This design comes from an exercise in tuning for small area on the open sky130 flow, not from production work.
Where RTL was checked, it was by simulation tests only, not by an equivalence proof against the original.
Power figures rest on the tool's default switching activity, not on a simulated workload.

## old
## requant_top
module requant_top
#(
    parameter int DN     = 6,
    parameter int GROUPS = 4
) (
    input  logic                        clk,
    input  logic                        rst_n,
    input  logic [DN*ACC_W-1:0]         acc_data,
    input  logic                        acc_valid,
    input  logic [$clog2(GROUPS)-1:0]   grp,
    input  logic [SHIFT_W-1:0]          n,
    input  logic                        relu_en,
    input  logic                        scale_we,
    input  logic [$clog2(GROUPS)-1:0]   scale_addr,
    input  logic [DN*MANT_W-1:0]        scale_wdata,
    output logic [DN*ACT_W-1:0]         act_data,
    output logic                        act_valid
);
Size in the first run: about 3400 cells after synthesis, about 250 I/O pins.
export LEC_CHECK = 0
export CAP_MARGIN = 5
export CORE_MARGIN = 2
export CORE_UTILIZATION = 40
export GPL_TIMING_DRIVEN = 0
export SLEW_MARGIN = 5
export SYNTH_HIERARCHICAL = 1
create_clock -name core_clock -period 6.5 [get_ports {clk}]
standard.sh (not shown) runs the stock make flow with config.mk's settings and CLKGATE_MAP_FILE= SYNTH_SCRIPT=/design/flow/synth_recipe.tcl, a recipe that flattens the netlist after the stock synthesis.
==> flow/flow/run.sh <==
#!/bin/bash
set -euo pipefail
here=$(pwd)
export BUFFER_PORTS_ARGS="-buffer_cell sky130_fd_sc_hd__buf_1"
export CTS_ARGS="-sink_clustering_enable -repair_clock_nets -dont_use_dummy_load -buf_list sky130_fd_sc_hd__clkbuf_4 -sink_clustering_size 10 -sink_clustering_max_diameter 50"
export RECOVER_POWER=100
export POST_GLOBAL_ROUTE_TCL="$here/flow/post_grt.tcl"
export PRE_GLOBAL_PLACE_TCL="$here/flow/pre_gpl.tcl"
bash standard.sh > standard.log 2>&1
==> flow/flow/post_grt.tcl <==
# after power recovery: fix any slew / capacitance limit it broke, and any
# setup path it slowed too far, then legalize and reroute what changed
global_route -start_incremental
repair_design -slew_margin $::env(SLEW_MARGIN) -cap_margin $::env(CAP_MARGIN)
repair_timing -setup -setup_margin 0.05 -repair_tns 100
detailed_placement
global_route -end_incremental
estimate_parasitics -global_routing
report_check_types -max_slew -max_capacitance -violators
report_worst_slack -max
==> flow/flow/pre_gpl.tcl <==
# drop the buffers synthesis inserted; placement-aware repair re-buffers
# where a net needs it
remove_buffers
The following lists how new was set up differently from old:
diff --git a/flow/design.v b/flow/design.v
--- a/flow/design.v
+++ b/flow/design.v
@@ -146,48 +146,51 @@
         .rst_n       (rst_n),
         .scale_we    (scale_we),
         .scale_addr  (scale_addr),
         .scale_wdata (scale_wdata),
         .grp         (grp),
         .rd_scale    (rd_scale),
         .rd_zero     (rd_zero)
     );
-    logic relu_q;
-    logic zero_q;
+    logic               relu_q;
+    logic               zero_q;
+    logic [SHIFT_W-1:0] n_q;
     always_ff @(posedge clk) begin
         relu_q <= relu_en;
         zero_q <= rd_zero;
+        n_q    <= n;
     end
     for (genvar i = 0; i < DN; i++) begin : g_lane
         logic [ACC_W-1:0]   a;
         logic [MANT_W-1:0]  scl;
         logic               run16, run13, run11;
         logic [MANT_W-1:0]  win;
-        logic [SHIFT_W-1:0] lo;
         logic [PROD_W-1:0]  prod;
         logic [PROD_W-1:0]  prod_q;
+        logic [1:0]         sel;
+        logic [1:0]         sel_q;
         logic [SHIFT_W-1:0] sh_q;
         assign a   = acc_data[i*ACC_W +: ACC_W];
         assign scl = rd_scale[i*MANT_W +: MANT_W];
         always_comb begin
             run16 = (a[ACC_W-1:16] == {6{a[ACC_W-1]}});
             run13 = (a[ACC_W-1:13] == {9{a[ACC_W-1]}});
             run11 = (a[ACC_W-1:11] == {11{a[ACC_W-1]}});
             if (!run16) begin
-                lo  = 5'd13;
+                sel = WIN_13;
                 win = a[21:13];
             end else if (!run13) begin
-                lo  = 5'd8;
+                sel = WIN_8;
                 win = a[16:8];
             end else if (!run11) begin
-                lo  = 5'd5;
+                sel = WIN_5;
                 win = a[13:5];
             end else begin
-                lo  = 5'd3;
+                sel = WIN_3;
                 win = a[11:3];
             end
         end
         logic ppn_0_0;
         logic ppn_0_1;
         logic ppn_0_2;
         logic ppn_0_3;
         logic ppn_0_4;
@@ -517,17 +520,25 @@
         rq_fa u_fa53 (.a(ts29), .b(tc39), .ci(ts40), .s(ts53), .co(tc53));
         rq_fa u_fa54 (.a(tc29), .b(tc40), .ci(ts41), .s(ts54), .co(tc54));
         rq_fa u_fa55 (.a(ppn_7_8), .b(ppn_8_7), .ci(tc41), .s(ts55), .co(tc55));
         assign r0n = {1'b0, ppn_8_8, tc54, tc53, tc52, tc51, tc50, tc49, tc48, tc47, tc46, tc45, tc44, tc43, tc42, ppn_2_0, ppn_0_1, ppn_0_0};
         assign r1n = {1'b1, tc55, ts55, ts54, ts53, ts52, ts51, ts50, ts49, ts48, ts47, ts46, ts45, ts44, ts43, ts42, ppn_1_0, 1'b1};
         assign prod = ~(r0n + r1n + 18'd1);
         always_ff @(posedge clk) begin
             prod_q <= prod;
-            sh_q   <= n - lo;
+            sel_q  <= sel;
+        end
+        always_comb begin
+            case (sel_q)
+                WIN_8:   sh_q = n_q - 5'd8;
+                WIN_5:   sh_q = n_q - 5'd5;
+                WIN_3:   sh_q = n_q - 5'd3;
+                default: sh_q = n_q - 5'd13;
+            endcase
         end
         logic               sgn;
         logic [26:0]        e;
         logic [23:0]        s4;
         logic [14:0]        s3;
         logic [10:0]        s2;
         logic [8:0]         s1;
         logic [7:0]         s0;
## What came out
old has a lower combinational fraction of design power than new. Core footprint: old vs new, no meaningful difference. Compared with old, new shows count of non-CTS inverters in the layout that has gone down by more than a quarter. Of old and new, the higher via count of the first global-routing pass belongs to new. new: number of register bits inferred by synthesis 13 below old.
Function not checked in new: the RTL went through the layout flow alone.

afterwards: timing with drivers on the ports:
No port has a modelled driver above. Below, the same layouts with a new extraction and two added sets of constraints. Step 1 sets driving cells, clkbuf_16 on the clock port and buf_2 on the other inputs (assumed; they add their load-dependent delay and slew). Step 2 adds t to the input delays and takes it off the output delays; t is the mean of the earliest and latest rising clock arrival at the registers after step 1. Input paths then give back, and output paths get back, about the clock's delay inside the block. Slacks: ideal ports / drivers / drivers and shift; pairs: ideal ports / drivers.
| run | t (ns) | slack for setup (ns) | latest minus earliest clock arrival (ns) | worst data-port slew with drivers (ns) | cell pins on the clock port's net |
|---|---|---|---|---|---|
| old | 0.833 | 0.288 / 0.322 / -0.510 | 0.127 / 0.127 | 0.14 | 1 |
| new | 0.842 | 0.139 / 0.078 / -0.479 | 0.159 / 0.159 | 0.12 | 1 |
Met with ideal ports but missed after step 2: setup timing in old and new. For old, which loses most, drivers alone change the setup slack by +0.034 ns; drivers and shift together by -0.798 ns.
